Source: an optimization exercise on an open RTL-to-GDS flow (aim: small area). Production flows keep margins and buffers that such runs may drop. Function was checked by simulation only, so behaviour that the tests miss may differ from the original. No activity file was given, so power comes from the tool's default toggle rates.

## data_mem_256x8
module data_mem_256x8 #(
    parameter int AW = 8,
    parameter int DW = 8
) (
    input  logic          CLK,
    input  logic          reset_i,
    input  logic [AW-1:0] DataAddress,
    input  logic          ReadMem,
    input  logic          WriteMem,
    input  logic [DW-1:0] DataIn,
    output logic [DW-1:0] DataOut
);
    logic [7:0] my_memory [0:255];
    logic        wr_en;
    logic [15:0] lo_n;            
    logic [15:0] hi_n;            
    logic [255:0] sel;
    assign wr_en = WriteMem & ~reset_i;
    always_comb begin
        for (int j = 0; j < 16; j++) begin
            lo_n[j] = ~(DataAddress[3:0] == j[3:0]);
            hi_n[j] = ~(DataAddress[7:4] == j[3:0]);
        end
    end
    always_ff @(posedge CLK) begin
        if (wr_en) begin
            my_memory[DataAddress] <= DataIn;
        end
    end
    dm_nor2  u_sl0 (.a(lo_n[0]), .b(hi_n[0]), .y(sel[0]));
    dm_nor2  u_sl1 (.a(lo_n[1]), .b(hi_n[0]), .y(sel[1]));
    dm_nor2  u_sl2 (.a(lo_n[2]), .b(hi_n[0]), .y(sel[2]));
    dm_nor2  u_sl3 (.a(lo_n[3]), .b(hi_n[0]), .y(sel[3]));
    dm_nor2  u_sl4 (.a(lo_n[4]), .b(hi_n[0]), .y(sel[4]));
    dm_nor2  u_sl5 (.a(lo_n[5]), .b(hi_n[0]), .y(sel[5]));
    dm_nor2  u_sl6 (.a(lo_n[6]), .b(hi_n[0]), .y(sel[6]));
    dm_nor2  u_sl7 (.a(lo_n[7]), .b(hi_n[0]), .y(sel[7]));
    dm_nor2  u_sl8 (.a(lo_n[8]), .b(hi_n[0]), .y(sel[8]));
    dm_nor2  u_sl9 (.a(lo_n[9]), .b(hi_n[0]), .y(sel[9]));
    dm_nor2  u_sl10 (.a(lo_n[10]), .b(hi_n[0]), .y(sel[10]));
    dm_nor2  u_sl11 (.a(lo_n[11]), .b(hi_n[0]), .y(sel[11]));
    dm_nor2  u_sl12 (.a(lo_n[12]), .b(hi_n[0]), .y(sel[12]));
    dm_nor2  u_sl13 (.a(lo_n[13]), .b(hi_n[0]), .y(sel[13]));
    dm_nor2  u_sl14 (.a(lo_n[14]), .b(hi_n[0]), .y(sel[14]));
    dm_nor2  u_sl15 (.a(lo_n[15]), .b(hi_n[0]), .y(sel[15]));
    dm_nor2  u_sl16 (.a(lo_n[0]), .b(hi_n[1]), .y(sel[16]));
  ...
Size in the first run: ~2000 flip-flops, ~28 I/O pins, about 0.073 mm2 of cells after synthesis.
export LEC_CHECK = 0
export CAP_MARGIN = 20
export CORE_MARGIN = 2
export CORE_UTILIZATION = 60
export CTS_BUF_LIST = sky130_fd_sc_hd__clkbuf_8
export CTS_CLUSTER_DIAMETER = 60
export CTS_CLUSTER_SIZE = 16
export SLEW_MARGIN = 20
export SYNTH_HIERARCHICAL = 1
export SYNTH_MINIMUM_KEEP_SIZE = 0
create_clock -name core_clock -period 10.0 [get_ports {CLK}]
run.sh (not shown) runs the stock make flow with config.mk's settings and CLKGATE_MAP_FILE= SYNTH_SCRIPT=/design/flow/synth_recipe.tcl, a recipe that flattens the netlist after the stock synthesis.
The baseline went through all stages and came out clean.
Edit:
CTS_BUF_LIST = sky130_fd_sc_hd__clkbuf_16   (was sky130_fd_sc_hd__clkbuf_8)
CTS_CLUSTER_DIAMETER = 80   (was 60)
CTS_CLUSTER_SIZE = 24   (was 16)
Effect: Hold slack improves by 180 ps. Die area is unchanged. Design area hardly moves. Critical path depth stays the same. Setup slack stays flat. Wire length shrinks by 0.31%.
Edit:
CAP_MARGIN = 10   (was 20)
CORE_UTILIZATION = 80   (was 60)
CTS_BUF_LIST = sky130_fd_sc_hd__clkbuf_8   (was sky130_fd_sc_hd__clkbuf_16)
CTS_CLUSTER_DIAMETER = 60   (was 80)
CTS_CLUSTER_SIZE = 16   (was 24)
SLEW_MARGIN = 10   (was 20)
=> Power came out lower by a few percent. Cell area came out lower by a few percent. Via count came out higher by a few percent. Worst setup slack degrades by 220 ps. Die area came out lower by a quarter to a third. Core utilization came out higher by 20 points. Wire length came out lower by a few percent. Cell count came out lower by a little under a tenth. Global-route usage came out higher by 9.0 points. Synthesized cell count stays the same. Count of clock-buffer cells in the layout came out higher by 54.
Edit:
==> flow/flow/run.sh (new file) <==
#!/bin/bash
# The standard layout (standard.sh: the ORFS flow, unchanged synthesis), with one change:
# clock tree synthesis without dummy loads, on small clock buffers and small sink clusters.
# All of ORFS's output goes to standard_flow.log here; each step's own log is under orfs/logs.
set -euo pipefail
bash standard.sh \
  "CTS_ARGS=-sink_clustering_enable -repair_clock_nets -dont_use_dummy_load -buf_list sky130_fd_sc_hd__clkbuf_4 -sink_clustering_size 10 -sink_clustering_max_diameter 40" \
  finish > standard_flow.log 2>&1
==> flow/standard.sh (new file) <==
#!/bin/bash
# synth_recipe.tcl (not shown) runs the flow's synth.tcl, then flattens the netlist and writes it again
# the make line also repeats each setting of config.mk as NAME=value (left out here)
make -C /OpenROAD-flow-scripts/flow DESIGN_CONFIG=/design/flow/config.mk WORK_HOME=/design/flow/orfs CLKGATE_MAP_FILE= SYNTH_SCRIPT=/design/flow/synth_recipe.tcl "${@:-finish}"
CTS_BUF_LIST = sky130_fd_sc_hd__clkbuf_4   (was sky130_fd_sc_hd__clkbuf_8)
CTS_CLUSTER_DIAMETER = 40   (was 60)
CTS_CLUSTER_SIZE = 10   (was 16)
removed: flow/run.sh
Result: Wire length barely changes. Cell area fell by 0.60%. Non-clock buffer count increases by 6. Setup slack loses 7.2 ps. Global-route usage hardly moves.

[re-timing with driven ports]
In the flow no input, the clock included, has a driving cell. The finished layouts below were timed again as built, in two steps. Step 1: set_driving_cell puts a clkbuf_16 on CLK and a buf_2 on each other input, an assumption about the parent block. Step 2, shift: input delay + t, output delay - t, t = (earliest + latest rising clock arrival at the registers) / 2. This alone moves slack from input paths to output paths. Three values: no drivers, after step 1, after step 2; two values: the first two.
| run | t (ns) | setup slack, ns | latest minus earliest clock arrival (ns) | worst register clock-pin slew, ns |
|---|---|---|---|---|
| the first run | 0.968 | 0.912 / 0.883 / 0.883 | 0.043 / 0.043 | 0.10 / 0.10 |
| the second run | 0.788 | 0.912 / 0.883 / 0.883 | 0.041 / 0.041 | 0.10 / 0.10 |
| the third run | 0.933 | 0.693 / 0.600 / 0.600 | 0.029 / 0.028 | 0.10 / 0.10 |
| the fourth run | 1.228 | 0.686 / 0.653 / 0.653 | 0.117 / 0.117 | 0.11 / 0.11 |
After both steps every run listed still meets setup and hold. The setup slack of the third run, which loses most, moves by -0.093 ns with the drivers and by -0.093 ns with both steps.
